From an optimization exercise on the open Yosys and OpenROAD flow, aimed at small area, a short achievable clock period and few clock cycles per item; shortcuts taken in it are not production practice.
Only simulation tests tie the RTL to the original design; equivalence was not proved.

## job 4051
==> flow/design.v (excerpt) <==
module sha256_stream_core (
    input  logic         clk,
    input  logic         rst,
    input  logic         valid_in,
    output logic         ready_in,
    input  logic         first_in,
    input  logic         last_in,
    input  logic [511:0] data_in,
    output logic [255:0] data_out,
    output logic         valid_out,
    output logic         busy
);
    localparam logic [31:0] IV0 = 32'h6a09e667;
    localparam logic [31:0] IV1 = 32'hbb67ae85;
    localparam logic [31:0] IV2 = 32'h3c6ef372;
    localparam logic [31:0] IV3 = 32'ha54ff53a;
    localparam logic [31:0] IV4 = 32'h510e527f;
    localparam logic [31:0] IV5 = 32'h9b05688c;
    localparam logic [31:0] IV6 = 32'h1f83d9ab;
    localparam logic [31:0] IV7 = 32'h5be0cd19;
    localparam logic [31:0] K0  = 32'h428a2f98;
    localparam logic [31:0] Y_IV = IV7 + K0;         
    localparam logic [31:0] Z_IV = IV3 + IV7 + K0;   
    function automatic logic [31:0] k_next(input logic [5:0] idx);
        case (idx)
            6'd0: k_next = 32'h71374491;
            6'd1: k_next = 32'hb5c0fbcf;
            6'd2: k_next = 32'he9b5dba5;
            6'd3: k_next = 32'h3956c25b;
            6'd4: k_next = 32'h59f111f1;
            6'd5: k_next = 32'h923f82a4;
            6'd6: k_next = 32'hab1c5ed5;
            6'd7: k_next = 32'hd807aa98;
            6'd8: k_next = 32'h12835b01;
  ...
Size in the first run: roughly 6600 cells after synthesis, ~1300 flip-flops, ~780 I/O pins.
==> flow/config.mk <==
export PLATFORM = sky130hd
export DESIGN_NAME = sha256_stream_core
export DESIGN_NICKNAME = sha256_stream_core
export VERILOG_FILES = /design/flow/design.v
export SDC_FILE = /design/flow/constraint.sdc
export NUM_CORES = 4
export LEC_CHECK = 0
export CAP_MARGIN = 20
export CORE_MARGIN = 2
export CORE_UTILIZATION = 40
export SETUP_SLACK_MARGIN = 3.0
export SLEW_MARGIN = 20
==> flow/constraint.sdc <==
create_clock -name core_clock -period 8.0 [get_ports {clk}]
set_input_delay 1.6000 -clock core_clock [delete_from_list [all_inputs] [get_ports {clk}]]
set_output_delay 1.6000 -clock core_clock [all_outputs]
set_load 0.01 [all_outputs]
standard.sh (not shown) runs the stock make flow with config.mk's settings and CLKGATE_MAP_FILE= SYNTH_SCRIPT=/design/flow/synth_recipe.tcl, a recipe that flattens the netlist after the stock synthesis.
==> flow/flow/run.sh <==
#!/bin/bash
set -o pipefail
export BUFFER_PORTS_ARGS="-buffer_cell sky130_fd_sc_hd__buf_1"
bash standard.sh > standard_flow.log 2>&1
Testbench counts of job 4051, summed over its fixed seeds: cycles 16,208, blocks 253.
#### Input delta (job 9976 over job 4051)
Settings: CTS_CLUSTER_SIZE newly set to 12; TNS_END_PERCENT newly set to 5; SETUP_SLACK_MARGIN changed from 3.0 to 3.5; CTS_BUF_LIST newly set to sky130_fd_sc_hd__clkbuf_8; CTS_CLUSTER_DIAMETER newly set to 60.
As far as adder and majority cell fraction of the synthesized area goes, job 9976 and job 4051 are indistinguishable; the numbers are identical.
On maximum frequency, job 9976 does better than job 4051.
The sequential share of cell area of job 9976 is higher than that of job 4051.
Diff job 4051 -> job 9976: via count essentially unchanged, number of DRC violations after detailed-routing iteration 0 increased 4.6%, final non-filler cell area decreased about 1.1%, cell count essentially unchanged.
Setup changes, job 9976 to job 3849
Settings: SETUP_SLACK_MARGIN now 2.5, was 3.5; CTS_BUF_LIST no longer set, was sky130_fd_sc_hd__clkbuf_8; CTS_CLUSTER_SIZE no longer set, was 12; CTS_CLUSTER_DIAMETER no longer set, was 60; TNS_END_PERCENT no longer set, was 5.
## What came out
Global-route usage for job 3849: 0.74 points down relative to job 9976.


Another version of the RTL of sha256_stream_core (not shown whole).
Size: about 6800 cells after synthesis, about 780 I/O pins.
Settings: LEC_CHECK=0, CAP_MARGIN=20, CORE_MARGIN=2, CORE_UTILIZATION=40, SETUP_SLACK_MARGIN=4.5, SLEW_MARGIN=20; clock period 8.0 ns.
run.sh (not shown) runs the stock make flow with config.mk's settings and CLKGATE_MAP_FILE= SYNTH_SCRIPT=/design/flow/synth_recipe.tcl, a recipe that flattens the netlist after the stock synthesis.
Stock flow here: none of the scripts above is used.
Testbench counts at the start, summed over its fixed seeds: cycles 16,208, blocks 253.
Then changed:
==> flow/flow/run.sh (new file) <==
#!/bin/bash
set -o pipefail
export BUFFER_PORTS_ARGS="-buffer_cell sky130_fd_sc_hd__buf_1"
bash standard.sh > standard_flow.log 2>&1
==> flow/standard.sh (new file) <==
#!/bin/bash
# synth_recipe.tcl (not shown) runs the flow's synth.tcl, then flattens the netlist and writes it again
# the make line also repeats each setting of config.mk as NAME=value (left out here)
make -C /OpenROAD-flow-scripts/flow DESIGN_CONFIG=/design/flow/config.mk WORK_HOME=/design/flow/orfs CLKGATE_MAP_FILE= SYNTH_SCRIPT=/design/flow/synth_recipe.tcl "${@:-finish}"
- CAP_MARGIN: 20 -> 10
- CTS_BUF_LIST: default -> sky130_fd_sc_hd__clkbuf_8
- CTS_CLUSTER_DIAMETER: default -> 60
- CTS_CLUSTER_SIZE: default -> 12
- SETUP_SLACK_MARGIN: 4.5 -> 3.5
- SLEW_MARGIN: 20 -> 10
- TNS_END_PERCENT: default -> 5
removed: flow/run.sh
Cell area is lower by about a fifth; die area is unchanged; setup slack improves by 76 ps; fmax is higher slightly; worst hold slack improves by 10 ps; via count is lower by a few percent.
Then changed:
==> flow/run.sh (new file) <==
#!/bin/bash
# synth_recipe.tcl (not shown) runs the flow's synth.tcl, then flattens the netlist and writes it again
# the make line also repeats each setting of config.mk as NAME=value (left out here)
make -C /OpenROAD-flow-scripts/flow DESIGN_CONFIG=/design/flow/config.mk WORK_HOME=/design/flow/orfs CLKGATE_MAP_FILE= SYNTH_SCRIPT=/design/flow/synth_recipe.tcl finish
- TNS_END_PERCENT: 5 -> 1
removed: flow/flow/run.sh
removed: flow/standard.sh
Cell count came out lower by 0.61%.
Area after synthesis does not change.
Count of clock-buffer cells in the layout increases by 2.
Hold slack gets worse by 13 ps.
Then changed:
==> flow/flow/run.sh (new file) <==
#!/bin/bash
set -o pipefail
export BUFFER_PORTS_ARGS="-buffer_cell sky130_fd_sc_hd__buf_1"
bash standard.sh > standard_flow.log 2>&1
==> flow/standard.sh (new file) <==
#!/bin/bash
# synth_recipe.tcl (not shown) runs the flow's synth.tcl, then flattens the netlist and writes it again
# the make line also repeats each setting of config.mk as NAME=value (left out here)
make -C /OpenROAD-flow-scripts/flow DESIGN_CONFIG=/design/flow/config.mk WORK_HOME=/design/flow/orfs CLKGATE_MAP_FILE= SYNTH_SCRIPT=/design/flow/synth_recipe.tcl "${@:-finish}"
removed: flow/run.sh
Flip-flop and latch count is unchanged.
Worst hold slack improves by 12 ps.
Synthesized cell count does not change.
Routed wire length falls slightly.
Synthesized area is unchanged.
Maximum frequency rises slightly.
Setup slack improves by 79 ps.
Final area falls by a few percent.
Register-to-register slack improves by 80 ps.
Global-route usage barely changes.


north:
Starting RTL as in the previous note.
clock: 8.0 ns
lec_check: 0
cap_margin: 10
core_margin: 2
core_utilization: 40
cts_buf_list: sky130_fd_sc_hd__clkbuf_8
cts_cluster_diameter: 60
cts_cluster_size: 12
setup_slack_margin: 3.25
slew_margin: 10
tns_end_percent: 1
standard.sh (not shown) runs the stock make flow with config.mk's settings and CLKGATE_MAP_FILE= SYNTH_SCRIPT=/design/flow/synth_recipe.tcl, a recipe that flattens the netlist after the stock synthesis.
==> flow/flow/run.sh <==
#!/bin/bash
set -o pipefail
export BUFFER_PORTS_ARGS="-buffer_cell sky130_fd_sc_hd__buf_1"
bash standard.sh > standard_flow.log 2>&1
Testbench counts of north, summed over its fixed seeds: cycles 16,208, blocks 253.
Inputs modified between north and south:
- changing SLEW_MARGIN from 10 to 20
- setting PLACE_DENSITY to 0.75 for the first time
- changing SETUP_SLACK_MARGIN from 3.25 to 3.5
- changing TNS_END_PERCENT from 1 to 5
- changing CAP_MARGIN from 10 to 20
Findings:
[south vs north] number of clock buffer instances in the layout: lower in south. As far as final setup TNS goes, north and south are indistinguishable; the numbers are identical. south gives more non-clock buffering overhead in the final layout than north did. The higher final core area utilization of south and north is in south. Multi-input gate share of total cell area: south vs north — no meaningful difference. Delta (south minus north): maximum number of pins on one net before global-route repair saw an increase, wire length on met3 picked up an extra 5.9%.
Input changes introduced in east (baseline for comparison: south):
- TNS_END_PERCENT removed (was 5)
- PLACE_DENSITY removed (was 0.75)
Results
Full die area: east vs south identical
Comparing south and east, the lower sequential share of layout area is on east.
[inputs] west vs east
- TNS_END_PERCENT: unset -> 5
### Flow results
- Of west and east, the run reporting the lower final standard cell utilization of the core was west.
- Vias: west below east
- Going from east to west, sum of routed wire length over all layers dropped 1.9%; count of non-filler cells in the finished layout dropped 0.57%; proportion of cell area spent on the clock network barely changed.
- Cell area | west vs east | west smaller


run A:
The RTL this note starts from:
==> flow/design.v <==
module sha256_stream_core (
    input  logic         clk,
    input  logic         rst,
    input  logic         valid_in,
    output logic         ready_in,
    input  logic         first_in,
    input  logic         last_in,
    input  logic [511:0] data_in,
    output logic [255:0] data_out,
    output logic         valid_out,
    output logic         busy
);
    localparam logic [31:0] IV0 = 32'h6a09e667;
    localparam logic [31:0] IV1 = 32'hbb67ae85;
    localparam logic [31:0] IV2 = 32'h3c6ef372;
    localparam logic [31:0] IV3 = 32'ha54ff53a;
    localparam logic [31:0] IV4 = 32'h510e527f;
    localparam logic [31:0] IV5 = 32'h9b05688c;
    localparam logic [31:0] IV6 = 32'h1f83d9ab;
    localparam logic [31:0] IV7 = 32'h5be0cd19;
    localparam logic [31:0] K0  = 32'h428a2f98;
    localparam logic [31:0] Y_IV = IV7 + K0;         
    localparam logic [31:0] Z_IV = IV3 + IV7 + K0;   
    function automatic logic [31:0] k_next(input logic [5:0] idx);
        case (idx)
            6'd0: k_next = 32'h71374491;
            6'd1: k_next = 32'hb5c0fbcf;
            6'd2: k_next = 32'he9b5dba5;
            6'd3: k_next = 32'h3956c25b;
            6'd4: k_next = 32'h59f111f1;
            6'd5: k_next = 32'h923f82a4;
            6'd6: k_next = 32'hab1c5ed5;
            6'd7: k_next = 32'hd807aa98;
            6'd8: k_next = 32'h12835b01;
            6'd9: k_next = 32'h243185be;
            6'd10: k_next = 32'h550c7dc3;
            6'd11: k_next = 32'h72be5d74;
            6'd12: k_next = 32'h80deb1fe;
            6'd13: k_next = 32'h9bdc06a7;
            6'd14: k_next = 32'hc19bf174;
            6'd15: k_next = 32'he49b69c1;
            6'd16: k_next = 32'hefbe4786;
            6'd17: k_next = 32'h0fc19dc6;
            6'd18: k_next = 32'h240ca1cc;
            6'd19: k_next = 32'h2de92c6f;
            6'd20: k_next = 32'h4a7484aa;
            6'd21: k_next = 32'h5cb0a9dc;
            6'd22: k_next = 32'h76f988da;
            6'd23: k_next = 32'h983e5152;
            6'd24: k_next = 32'ha831c66d;
            6'd25: k_next = 32'hb00327c8;
            6'd26: k_next = 32'hbf597fc7;
            6'd27: k_next = 32'hc6e00bf3;
            6'd28: k_next = 32'hd5a79147;
            6'd29: k_next = 32'h06ca6351;
            6'd30: k_next = 32'h14292967;
            6'd31: k_next = 32'h27b70a85;
            6'd32: k_next = 32'h2e1b2138;
            6'd33: k_next = 32'h4d2c6dfc;
            6'd34: k_next = 32'h53380d13;
            6'd35: k_next = 32'h650a7354;
            6'd36: k_next = 32'h766a0abb;
            6'd37: k_next = 32'h81c2c92e;
            6'd38: k_next = 32'h92722c85;
            6'd39: k_next = 32'ha2bfe8a1;
            6'd40: k_next = 32'ha81a664b;
            6'd41: k_next = 32'hc24b8b70;
            6'd42: k_next = 32'hc76c51a3;
            6'd43: k_next = 32'hd192e819;
            6'd44: k_next = 32'hd6990624;
            6'd45: k_next = 32'hf40e3585;
            6'd46: k_next = 32'h106aa070;
            6'd47: k_next = 32'h19a4c116;
            6'd48: k_next = 32'h1e376c08;
            6'd49: k_next = 32'h2748774c;
            6'd50: k_next = 32'h34b0bcb5;
            6'd51: k_next = 32'h391c0cb3;
            6'd52: k_next = 32'h4ed8aa4a;
            6'd53: k_next = 32'h5b9cca4f;
            6'd54: k_next = 32'h682e6ff3;
            6'd55: k_next = 32'h748f82ee;
            6'd56: k_next = 32'h78a5636f;
            6'd57: k_next = 32'h84c87814;
            6'd58: k_next = 32'h8cc70208;
            6'd59: k_next = 32'h90befffa;
            6'd60: k_next = 32'ha4506ceb;
            6'd61: k_next = 32'hbef9a3f7;
            6'd62: k_next = 32'hc67178f2;
            6'd63: k_next = 32'h428a2f98;
            default: k_next = 32'h0;
        endcase
    endfunction
    function automatic logic [31:0] bsig0(input logic [31:0] x);
        bsig0 = {x[1:0], x[31:2]} ^ {x[12:0], x[31:13]} ^ {x[21:0], x[31:22]};
    endfunction
    function automatic logic [31:0] bsig1(input logic [31:0] x);
        bsig1 = {x[5:0], x[31:6]} ^ {x[10:0], x[31:11]} ^ {x[24:0], x[31:25]};
    endfunction
    function automatic logic [31:0] ssig0(input logic [31:0] x);
        ssig0 = {x[6:0], x[31:7]} ^ {x[17:0], x[31:18]} ^ {3'b0, x[31:3]};
    endfunction
    function automatic logic [31:0] ssig1(input logic [31:0] x);
        ssig1 = {x[16:0], x[31:17]} ^ {x[18:0], x[31:19]} ^ {10'b0, x[31:10]};
    endfunction
    function automatic logic [31:0] maj(input logic [31:0] x, input logic [31:0] y,
                                        input logic [31:0] z);
        maj = (x & y) | (x & z) | (y & z);
    endfunction
    function automatic logic [63:0] csa(input logic [31:0] x, input logic [31:0] y,
                                        input logic [31:0] z);
        logic [31:0] s, c, m;
        s = x ^ y ^ z;
        m = maj(x, y, z);
        c = {m[30:0], 1'b0};
        csa = {c, s};
    endfunction
    logic [5:0]   cnt_q;        
    logic         run_q;        
    logic         ready_q;      
    logic         busy_q;
    logic         last_q;
    logic         valid_q;
    logic [255:0] dout_q;
    logic [31:0]  a_q, b_q, c_q, d_q, e_q, f_q, g_q, h_q;
    logic [31:0]  y_q;          
    logic [31:0]  z_q;          
    logic [31:0]  w_q [16];     
    logic [31:0]  ha_q [4];     
    logic [31:0]  he_q [4];     
    logic accept;
    logic load;                 
    logic [5:0] cnt_d;
    assign accept    = ready_q & valid_in & ~rst;
    assign load      = ready_q;
    assign ready_in  = ready_q;
    assign busy      = busy_q;
    assign valid_out = valid_q;
    assign data_out  = dout_q;
    logic [31:0] s1, ch, s0, mj, wt;
    logic [63:0] t1c, t2c, l2, l3, e2;
    logic [31:0] a_new, e_new;
    always_comb begin
        wt  = w_q[0];
        s1  = bsig1(e_q);
        ch  = (e_q & f_q) ^ (~e_q & g_q);
        s0  = bsig0(a_q);
        mj  = maj(a_q, b_q, c_q);
        t1c = csa(wt, s1, ch);
        t2c = csa(y_q, s0, mj);
        l2  = csa(t1c[31:0], t1c[63:32], t2c[31:0]);
        l3  = csa(l2[31:0], l2[63:32], t2c[63:32]);
        a_new = l3[31:0] + l3[63:32];
        e2  = csa(t1c[31:0], t1c[63:32], z_q);
        e_new = e2[31:0] + e2[63:32];
    end
    logic [63:0] m1, m2;
    logic [31:0] w_new;
    always_comb begin
        m1 = csa(w_q[0], w_q[9], ssig0(w_q[1]));
        m2 = csa(m1[31:0], m1[63:32], ssig1(w_q[14]));
        w_new = m2[31:0] + m2[63:32];
    end
    logic        fold;
    logic [31:0] op_g, op_c, kn;
    logic [63:0] p1, p2, p3;
    logic [31:0] y_calc, z_calc;
    always_comb begin
        fold = run_q & (cnt_q == 6'd62);
        op_g = load ? he_q[3] : g_q;
        op_c = load ? ha_q[3] : c_q;
        kn   = k_next(cnt_q);
        p1   = csa(op_g, kn, fold ? ha_q[0] : 32'h0);
        y_calc = p1[31:0] + p1[63:32];
        p2   = csa(op_g, kn, op_c);
        p3   = csa(p2[31:0], p2[63:32], fold ? he_q[0] : 32'h0);
        z_calc = p3[31:0] + p3[63:32];
    end
    logic [31:0] ff_a, ff_e;
    always_comb begin
        logic [31:0] sa, se, xa, xe;
        if (cnt_q == 6'd61) begin
            sa = ha_q[3]; se = he_q[3];
        end else if (cnt_q == 6'd62) begin
            sa = ha_q[2]; se = he_q[2];
        end else begin
            sa = ha_q[1]; se = he_q[1];
        end
        xa = run_q ? a_q : 32'h0;
        xe = run_q ? e_q : 32'h0;
        ff_a = sa + xa;
        ff_e = se + xe;
    end
    logic done;    
    assign done = run_q & ready_q;
    always_ff @(posedge clk) begin
        if (load) begin
            for (int i = 0; i < 16; i++) w_q[i] <= data_in[511 - 32*i -: 32];
        end else begin
            for (int i = 0; i < 15; i++) w_q[i] <= w_q[i + 1];
            w_q[15] <= w_new;
        end
        if (load && first_in) begin
            a_q <= IV0; b_q <= IV1; c_q <= IV2; d_q <= IV3;
            e_q <= IV4; f_q <= IV5; g_q <= IV6; h_q <= IV7;
            y_q <= Y_IV;
            z_q <= Z_IV;
        end else begin
            y_q <= y_calc;
            z_q <= z_calc;
            if (load) begin
                a_q <= run_q ? a_new : ha_q[0];
                b_q <= ff_a;
                c_q <= ha_q[2];
                d_q <= ha_q[3];
                e_q <= run_q ? e_new : he_q[0];
                f_q <= ff_e;
                g_q <= he_q[2];
                h_q <= he_q[3];
            end else begin
                a_q <= a_new; b_q <= a_q; c_q <= b_q; d_q <= c_q;
                e_q <= e_new; f_q <= e_q; g_q <= f_q; h_q <= g_q;
            end
        end
    end
    always_comb begin
        if (rst) cnt_d = 6'd63;
        else if (accept) cnt_d = 6'd0;
        else if (ready_q) cnt_d = 6'd63;
        else cnt_d = cnt_q + 6'd1;
    end
    always_ff @(posedge clk) begin
        cnt_q   <= cnt_d;
        ready_q <= (cnt_d == 6'd63);
        busy_q  <= (cnt_d != 6'd63);
        if (rst) begin
            run_q   <= 1'b0;
            valid_q <= 1'b0;
            dout_q  <= '0;
        end else begin
            valid_q <= done & last_q;
            if (done & last_q)
                dout_q <= {a_new, ff_a, ha_q[2], ha_q[3], e_new, ff_e, he_q[2], he_q[3]};
            if (accept) begin
                run_q  <= 1'b1;
                last_q <= last_in;
            end else if (ready_q) begin
                run_q  <= 1'b0;
            end
        end
        if (rst || (accept && first_in)) begin
            ha_q[0] <= IV0; ha_q[1] <= IV1; ha_q[2] <= IV2; ha_q[3] <= IV3;
            he_q[0] <= IV4; he_q[1] <= IV5; he_q[2] <= IV6; he_q[3] <= IV7;
        end else if (run_q) begin
            if (cnt_q == 6'd61) begin
                ha_q[3] <= ff_a; he_q[3] <= ff_e;
            end
            if (cnt_q == 6'd62) begin
                ha_q[2] <= ff_a; he_q[2] <= ff_e;
            end
            if (cnt_q == 6'd63) begin
                ha_q[1] <= ff_a; he_q[1] <= ff_e;
                ha_q[0] <= a_new; he_q[0] <= e_new;
            end
        end
    end
endmodule
Settings: LEC_CHECK=0, CAP_MARGIN=20, CORE_MARGIN=2, CORE_UTILIZATION=40, SETUP_SLACK_MARGIN=4.5, SLEW_MARGIN=20; clock period 8.0 ns.
run.sh (not shown) runs the stock make flow with config.mk's settings and CLKGATE_MAP_FILE= SYNTH_SCRIPT=/design/flow/synth_recipe.tcl, a recipe that flattens the netlist after the stock synthesis.
Stock flow here: none of the scripts above is used.
Testbench counts of run A, summed over its fixed seeds: cycles 16,208, blocks 253.
Input changes introduced in run B (baseline for comparison: run A):
diff --git a/flow/config.mk b/flow/config.mk
--- a/flow/config.mk
+++ b/flow/config.mk
@@ -10,3 +10,2 @@
 export CORE_UTILIZATION = 40
-export SETUP_SLACK_MARGIN = 4.5
 export SLEW_MARGIN = 20
## What came out
Result: PASS for each of run A and run B
Relative to run A, via density per instance has decreased by 0.10 in run B.
Global-route usage ends up lower on run B.
Run B vs. run A: achievable frequency shrank by 25%, final worst setup slack shrank by 1580 ps, remaining antenna violation count after routing held steady, unique cell type count in the Yosys netlist held steady.
Changes in run C relative to run B:
==> flow/flow/run.sh (new file) <==
#!/bin/bash
set -o pipefail
export BUFFER_PORTS_ARGS="-buffer_cell sky130_fd_sc_hd__buf_1"
bash standard.sh > standard_flow.log 2>&1
==> flow/standard.sh (new file) <==
#!/bin/bash
# synth_recipe.tcl (not shown) runs the flow's synth.tcl, then flattens the netlist and writes it again
# the make line also repeats each setting of config.mk as NAME=value (left out here)
make -C /OpenROAD-flow-scripts/flow DESIGN_CONFIG=/design/flow/config.mk WORK_HOME=/design/flow/orfs CLKGATE_MAP_FILE= SYNTH_SCRIPT=/design/flow/synth_recipe.tcl "${@:-finish}"
diff --git a/flow/config.mk b/flow/config.mk
--- a/flow/config.mk
+++ b/flow/config.mk
@@ -10,2 +10,3 @@
 export CORE_UTILIZATION = 40
+export SETUP_SLACK_MARGIN = 4.5
 export SLEW_MARGIN = 20
removed: flow/run.sh
Changes observed in run C relative to run B: summed area of non-filler cells in the final layout increased 9500 sq um; met1 wire length decreased 3.0%. Summary — share of the core filled with cells in the final layout, run C relative to run B: higher, by 5.6 points. On worst slack at placement, run C does better than run B. Run C: all stages complete, timing, DRC and antenna checks passed. Taking run B as the reference, in run C layout buffer count excluding clock buffers went up 592, fraction of layout cells with a size suffix above 1 went up 19 points, worst max-slew margin expressed relative to the limit went down 1.5 points, sequential share of layout area went down 3.0 points. Run C vs. run B: placed standard-cell area went down 3600 sq um, register-to-register slack picked up an extra 1550 ps.
Input changes introduced in run D (baseline for comparison: run C):
diff --git a/flow/config.mk b/flow/config.mk
--- a/flow/config.mk
+++ b/flow/config.mk
@@ -10,3 +10,3 @@
 export CORE_UTILIZATION = 40
-export SETUP_SLACK_MARGIN = 4.5
+export SETUP_SLACK_MARGIN = 3.5
 export SLEW_MARGIN = 20
[summary]
- Run D vs run C: final HPWL from detailed placement down by a few percent
- Compared to run C, run D has slew of the pin with the lowest slew margin 61 ps lower.
- [compare] base=run C new=run D: routed length on met1 lower, core utilization lower, arrival time at the worst endpoint higher, met3 routing resource usage after global routing roughly the same.
- Going from run C to run D, the post-layout instance area was found to have gone down by about 8%.
- Compared with run C, the router placed fewer vias in run D.
- Between run C and run D, the global-route usage is higher for run C.

separate check: timing with driven ports:
How much do the figures lean on ideal ports? The routed layouts below were timed once more, with nothing changed but the port constraints.
Step 1: set_driving_cell puts a clkbuf_16 on clk and a buf_2 on each other input, an assumption about the parent block.
Step 2 also shifts input and output timing later by t, the mid clock arrival at the registers, as if the neighbouring blocks saw the same clock.
Slacks: no drivers / after step 1 / after step 2; pairs: no drivers / after step 1.
| run | shift t [ns] | slack for setup (ns) | hold slack, ns | clock arrival spread, ns | worst register clock-pin slew, ns |
|---|---|---|---|---|---|
| job 4051 | 0.870 | 2.837 / 2.837 / 2.380 | 0.448 / 0.448 / 0.448 | 0.049 / 0.048 | 0.07 / 0.07 |
| job 9976 | 1.040 | 3.007 / 3.007 / 2.488 | 0.445 / 0.445 / 0.445 | 0.067 / 0.068 | 0.10 / 0.10 |
| job 3849 | 0.895 | 2.607 / 2.607 / 2.499 | 0.439 / 0.439 / 0.439 | 0.053 / 0.053 | 0.07 / 0.07 |
| the first run of note 2 | 0.881 | 3.182 / 3.182 / 3.182 | 0.445 / 0.445 / 0.445 | 0.048 / 0.048 | 0.07 / 0.07 |
| the second run of note 2 | 1.086 | 3.258 / 3.258 / 2.558 | 0.455 / 0.455 / 0.455 | 0.058 / 0.058 | 0.10 / 0.10 |
| the third run of note 2 | 1.039 | 3.149 / 3.149 / 2.349 | 0.442 / 0.442 / 0.442 | 0.068 / 0.068 | 0.10 / 0.10 |
| the fourth run of note 2 | 1.041 | 3.228 / 3.228 / 2.764 | 0.454 / 0.454 / 0.454 | 0.060 / 0.060 | 0.10 / 0.10 |
| north | 1.069 | 3.053 / 3.053 / 2.371 | 0.453 / 0.453 / 0.453 | 0.062 / 0.062 | 0.10 / 0.10 |
| south | 1.014 | 3.014 / 3.014 / 2.583 | 0.417 / 0.417 / 0.417 | 0.079 / 0.080 | 0.10 / 0.10 |
| east | 1.038 | 3.255 / 3.255 / 2.611 | 0.446 / 0.446 / 0.446 | 0.093 / 0.093 | 0.10 / 0.10 |
| west | 1.070 | 3.251 / 3.251 / 2.727 | 0.454 / 0.454 / 0.454 | 0.058 / 0.058 | 0.10 / 0.10 |
| run A | 0.926 | 3.243 / 3.243 / 3.184 | 0.441 / 0.442 / 0.442 | 0.029 / 0.028 | 0.07 / 0.07 |
| run B | 0.907 | 1.665 / 1.665 / 1.156 | 0.434 / 0.434 / 0.434 | 0.050 / 0.050 | 0.07 / 0.07 |
| run C | 0.937 | 3.218 / 3.218 / 3.218 | 0.448 / 0.448 / 0.448 | 0.065 / 0.066 | 0.07 / 0.07 |
| run D | 0.921 | 3.078 / 3.078 / 2.883 | 0.424 / 0.424 / 0.424 | 0.061 / 0.060 | 0.07 / 0.07 |
After both steps every run listed still meets setup and hold. For the third run of note 2, which loses most, drivers alone change the setup slack by 0.000 ns; drivers and shift together by -0.800 ns.
